What follows belongs to an exercise in optimizing a design on an open flow for small area, a short achievable clock period and few clock cycles per item; a production flow would make more cautious choices. The RTL was checked by simulation tests, not by an equivalence proof against the original design. Power and IR drop assume default switching activity.

## systolic_array_nxn
module systolic_array_nxn #(
    parameter int unsigned N      = 4,
    parameter int unsigned DATA_W = 8,
    parameter int unsigned K_MAX  = 16,
    parameter int unsigned ACC_W  = 20,
    localparam int unsigned KW    = $clog2(K_MAX + 1)
) (
    input  logic                   clk,
    input  logic                   rst,
    input  logic                   enable,
    input  logic                   start,
    input  logic [KW-1:0]          k_len,
    input  logic                   in_valid,
    input  logic [N*DATA_W-1:0]    a_col,
    input  logic [N*DATA_W-1:0]    b_row,
    input  logic                   out_ready,
    output logic                   busy,
    output logic                   in_ready,
    output logic                   out_valid,
    output logic [N*N*ACC_W-1:0]   c_flat,
    output logic                   ovf
);
    localparam int unsigned PW = 29;    
    localparam logic [1:0] StIdle  = 2'd0;
    localparam logic [1:0] StFeed  = 2'd1;
    localparam logic [1:0] StFlush = 2'd2;
    localparam logic [1:0] StDone  = 2'd3;
    logic [1:0]        state_q, state_d;
    logic [KW-1:0]     rem_q, rem_d;
    logic              busy_q, rdy_q, out_valid_q, idle_q;
    logic [PW-1:0]     p_q   [N][N];        
    logic [ACC_W-1:0]  acc_q [N][N];
    logic accept;
    assign in_ready = rdy_q & enable;
    assign accept   = in_valid & in_ready;
    for (genvar i = 0; i < N; i++) begin : g_row
        for (genvar j = 0; j < N; j++) begin : g_col
            logic [PW-1:0]    np_d;
            logic [ACC_W-1:0] nsum;    
            prod_tree u_prod (
                .a  (a_col[i*DATA_W +: DATA_W]),
                .b  (b_row[j*DATA_W +: DATA_W]),
                .np (np_d)
            );
            always_ff @(posedge clk) p_q[i][j] <= ~(np_d | {PW{~accept}});
            acc_add u_acc (
                .acc (acc_q[i][j]),
                .p   (p_q[i][j]),
                .ns  (nsum)
            );
            always_ff @(posedge clk) acc_q[i][j] <= ~(nsum | {ACC_W{idle_q}});
        end
    end
    always_comb begin
        state_d = state_q;
        rem_d   = rem_q;
        case (state_q)
            StIdle: begin
                if (start) begin
                    rem_d   = k_len;
                    state_d = (k_len == '0) ? StDone : StFeed;
                end
            end
  ...
clock: 6.0 ns
lec_check: 0
cap_margin: 20
core_margin: 2
core_utilization: 40
setup_slack_margin: 2.6
slew_margin: 20
synth_hierarchical: 1
synth_minimum_keep_size: 0
standard.sh (not shown) runs the stock make flow with config.mk's settings and CLKGATE_MAP_FILE= SYNTH_SCRIPT=/design/flow/synth_recipe.tcl, a recipe that flattens the netlist after the stock synthesis.
==> flow/flow/run.sh <==
#!/bin/bash
# The standard layout (standard.sh), except for the port buffers: every port
# is buffered with sky130_fd_sc_hd__buf_1 (outputs drive only the 0.01 pF
# load) instead of the cell ORFS picks, and flow/ports.tcl then makes the
# buffers of input ports that fan out to several pins sky130_fd_sc_hd__buf_12,
# without the buffers placement put behind them.
set -euo pipefail
here=$(pwd)
bash standard.sh "BUFFER_PORTS_ARGS=-buffer_cell sky130_fd_sc_hd__buf_1" "PRE_RESIZE_TCL=$here/flow/ports.tcl" "POST_RESIZE_TCL=$here/flow/ports.tcl" finish > standard_flow.log 2>&1
==> flow/flow/ports.tcl <==
# Run by ORFS just before and just after the resize step (PRE_RESIZE_TCL,
# POST_RESIZE_TCL). The ports were buffered with sky130_fd_sc_hd__buf_1
# (BUFFER_PORTS_ARGS). An input port's operand bit fans out to many gates:
# drop the buffers placement put behind the port's buffer and make the
# port's buffer a sky130_fd_sc_hd__buf_12 that drives them all itself.
proc my_is_buf {inst} {
  return [regexp {^sky130_fd_sc_hd__(clk)?buf_[0-9]+$} [[$inst getMaster] getName]]
}
proc my_out_net {inst} {
  foreach it [$inst getITerms] {
    if {[$it isOutputSignal]} { return [$it getNet] }
  }
  return "NULL"
}
set nrm 0
set nup 0
set block [ord::get_db_block]
foreach bt [$block getBTerms] {
  if {[$bt getIoType] != "INPUT"} { continue }
  set net [$bt getNet]
  if {$net eq "NULL"} { continue }
  set iterms [$net getITerms]
  if {[llength $iterms] != 1} { continue }
  set pbuf [[lindex $iterms 0] getInst]
  if {![my_is_buf $pbuf]} { continue }
  set onet [my_out_net $pbuf]
  if {$onet eq "NULL"} { continue }
  # buffers behind the port's buffer (one level, as placement leaves them)
  set behind {}
  foreach it [$onet getITerms] {
    set inst [$it getInst]
    if {$inst ne $pbuf && ![$it isOutputSignal] && [my_is_buf $inst]} {
      lappend behind [$inst getName]
    }
  }
  if {[llength $behind] > 0} {
    remove_buffers {*}$behind
    incr nrm [llength $behind]
  }
  set fanout [expr {[llength [[my_out_net $pbuf] getITerms]] - 1}]
  if {$fanout > 3 && [[$pbuf getMaster] getName] ne "sky130_fd_sc_hd__buf_12"} {
    replace_cell [$pbuf getName] sky130_fd_sc_hd__buf_12
    incr nup
  }
}
puts "Removed $nrm buffers behind input port buffers; made $nup input port buffers sky130_fd_sc_hd__buf_12"
Testbench counts at the start, summed over its fixed seeds: cycles 44,891, jobs 3,200.
Edit:
- CORE_UTILIZATION: 40 -> 55
- CTS_BUF_LIST: unset -> sky130_fd_sc_hd__clkbuf_8
- CTS_CLUSTER_DIAMETER: unset -> 80
- CTS_CLUSTER_SIZE: unset -> 14
What happened:
- final cell count fell by 7.9%
- non-clock buffer count drops by 1
- count of clock-buffer cells in the layout drops by 59
- fmax hardly moves
- setup slack improves by 0.0080 ns
- via count fell by about 2%
- synthesized area is unchanged
- critical path depth does not change
- global-route usage went up by 5.8 points
- total power shrinks by about 16%
- die area is lower by 27%
Edit:
- CORE_UTILIZATION: 55 -> 40
- CTS_BUF_LIST: sky130_fd_sc_hd__clkbuf_8 -> unset
- CTS_CLUSTER_DIAMETER: 80 -> unset
- CTS_CLUSTER_SIZE: 14 -> unset
- SETUP_SLACK_MARGIN: 2.6 -> 3.1
Sequential cell count does not change. Wire length came out higher by about a fifth. Power came out higher by about a fifth. Core utilization is lower by 12 points. Final area went up by a little under a tenth. Area after synthesis does not change. Maximum frequency rose by a few percent. Final cell count rises by roughly a tenth. First-iteration DRC count went up by about a fifth. Global-route usage drops by 5.3 points. Non-clock buffer count rose by 26.
Edit:
- CORE_UTILIZATION: 40 -> 55
- SETUP_SLACK_MARGIN: 3.1 -> 2.6
After rerunning: The new run produced a clean layout. Wire length goes down by 17%. Final cell count is lower by 7.2%. Synthesized area does not change.
Edit:
- CORE_UTILIZATION: 55 -> 40
- CTS_BUF_LIST: unset -> sky130_fd_sc_hd__clkbuf_8
- CTS_CLUSTER_DIAMETER: unset -> 80
- CTS_CLUSTER_SIZE: unset -> 14
- SETUP_SLACK_MARGIN: 2.6 -> unset
Outcome: Die area grows by about 37%; clock skew grows by 0.037 ns; synthesized area does not change.
Edit:
--- a/flow/flow/run.sh
+++ b/flow/flow/run.sh
@@ -5,2 +5 @@
-# buffers of input ports that fan out to several pins sky130_fd_sc_hd__buf_12,
-# without the buffers placement put behind them.
+# buffers of input ports that fan out to several pins sky130_fd_sc_hd__buf_8.
==> flow/flow/ports.tcl (replaced) <==
# Run by ORFS just before and just after the resize step (PRE_RESIZE_TCL,
# POST_RESIZE_TCL). The ports were buffered with sky130_fd_sc_hd__buf_1
# (BUFFER_PORTS_ARGS), which global placement may have resized. An input
# port's buffer that drives more than 3 pins becomes sky130_fd_sc_hd__buf_8.
set n 0
set block [ord::get_db_block]
foreach bt [$block getBTerms] {
  if {[$bt getIoType] != "INPUT"} { continue }
  set net [$bt getNet]
  if {$net eq "NULL"} { continue }
  foreach it [$net getITerms] {
    set inst [$it getInst]
    set master [[$inst getMaster] getName]
    if {![regexp {^sky130_fd_sc_hd__(clk)?buf_[0-9]+$} $master]} { continue }
    set fanout 0
    foreach out [$inst getITerms] {
      if {[$out isOutputSignal] && [$out getNet] ne "NULL"} {
        set fanout [expr {[llength [[$out getNet] getITerms]] - 1}]
      }
    }
    if {$fanout > 3 && $master ne "sky130_fd_sc_hd__buf_8"} {
      replace_cell [$inst getName] sky130_fd_sc_hd__buf_8
      incr n
    }
  }
}
puts "Made $n input port buffers sky130_fd_sc_hd__buf_8"
- CTS_BUF_LIST: sky130_fd_sc_hd__clkbuf_8 -> unset
- CTS_CLUSTER_DIAMETER: 80 -> unset
- CTS_CLUSTER_SIZE: 14 -> unset
- global-route usage rises by 0.34 points
- die area stays the same
- power goes up by 16%
- sequential power stays flat
- combinational power barely changes
- non-clock buffer count rose by 41

-- re-timing with driven ports --
In the flow no input, the clock included, has a driving cell. The finished layouts below were timed again as built, in two steps.
Step 1 (the two cells are an assumption about what drives the block):
set clk [get_ports {clk}]
set_driving_cell -lib_cell sky130_fd_sc_hd__clkbuf_16 $clk
set_driving_cell -lib_cell sky130_fd_sc_hd__buf_2 [delete_from_list [all_inputs] $clk]
Step 2 also shifts input and output timing later by t, the mid clock arrival at the registers, as if the neighbouring blocks saw the same clock.
Slacks: ideal ports / drivers / drivers and shift; pairs: ideal ports / drivers.
run | t (ns) | setup WS [ns] | worst hold slack (ns) | worst setup path at the end | worst data-port slew with drivers (ns)
the first run | 0.782 | 3.014 / 3.002 / 2.220 | 0.455 / 0.405 / 0.509 | input to register | 0.13
the second run | 0.792 | 3.022 / 3.002 / 2.210 | 0.443 / 0.394 / 0.514 | input to register | 0.13
the third run | 0.789 | 3.086 / 2.907 / 2.118 | 0.440 / 0.387 / 0.508 | input to register | 0.32
the fourth run | 0.734 | 2.952 / 2.933 / 2.199 | 0.493 / 0.441 / 0.505 | input to register | 0.13
the fifth run | 0.855 | 3.064 / 3.049 / 2.197 | 0.360 / 0.310 / 0.515 | input to register | 0.12
the sixth run | 0.770 | 2.679 / 2.724 / 1.953 | 0.456 / 0.403 / 0.509 | input to register | 0.12
After both steps every run listed still meets setup and hold. The setup slack of the third run, which loses most, moves by -0.179 ns with the drivers and by -0.968 ns with both steps.
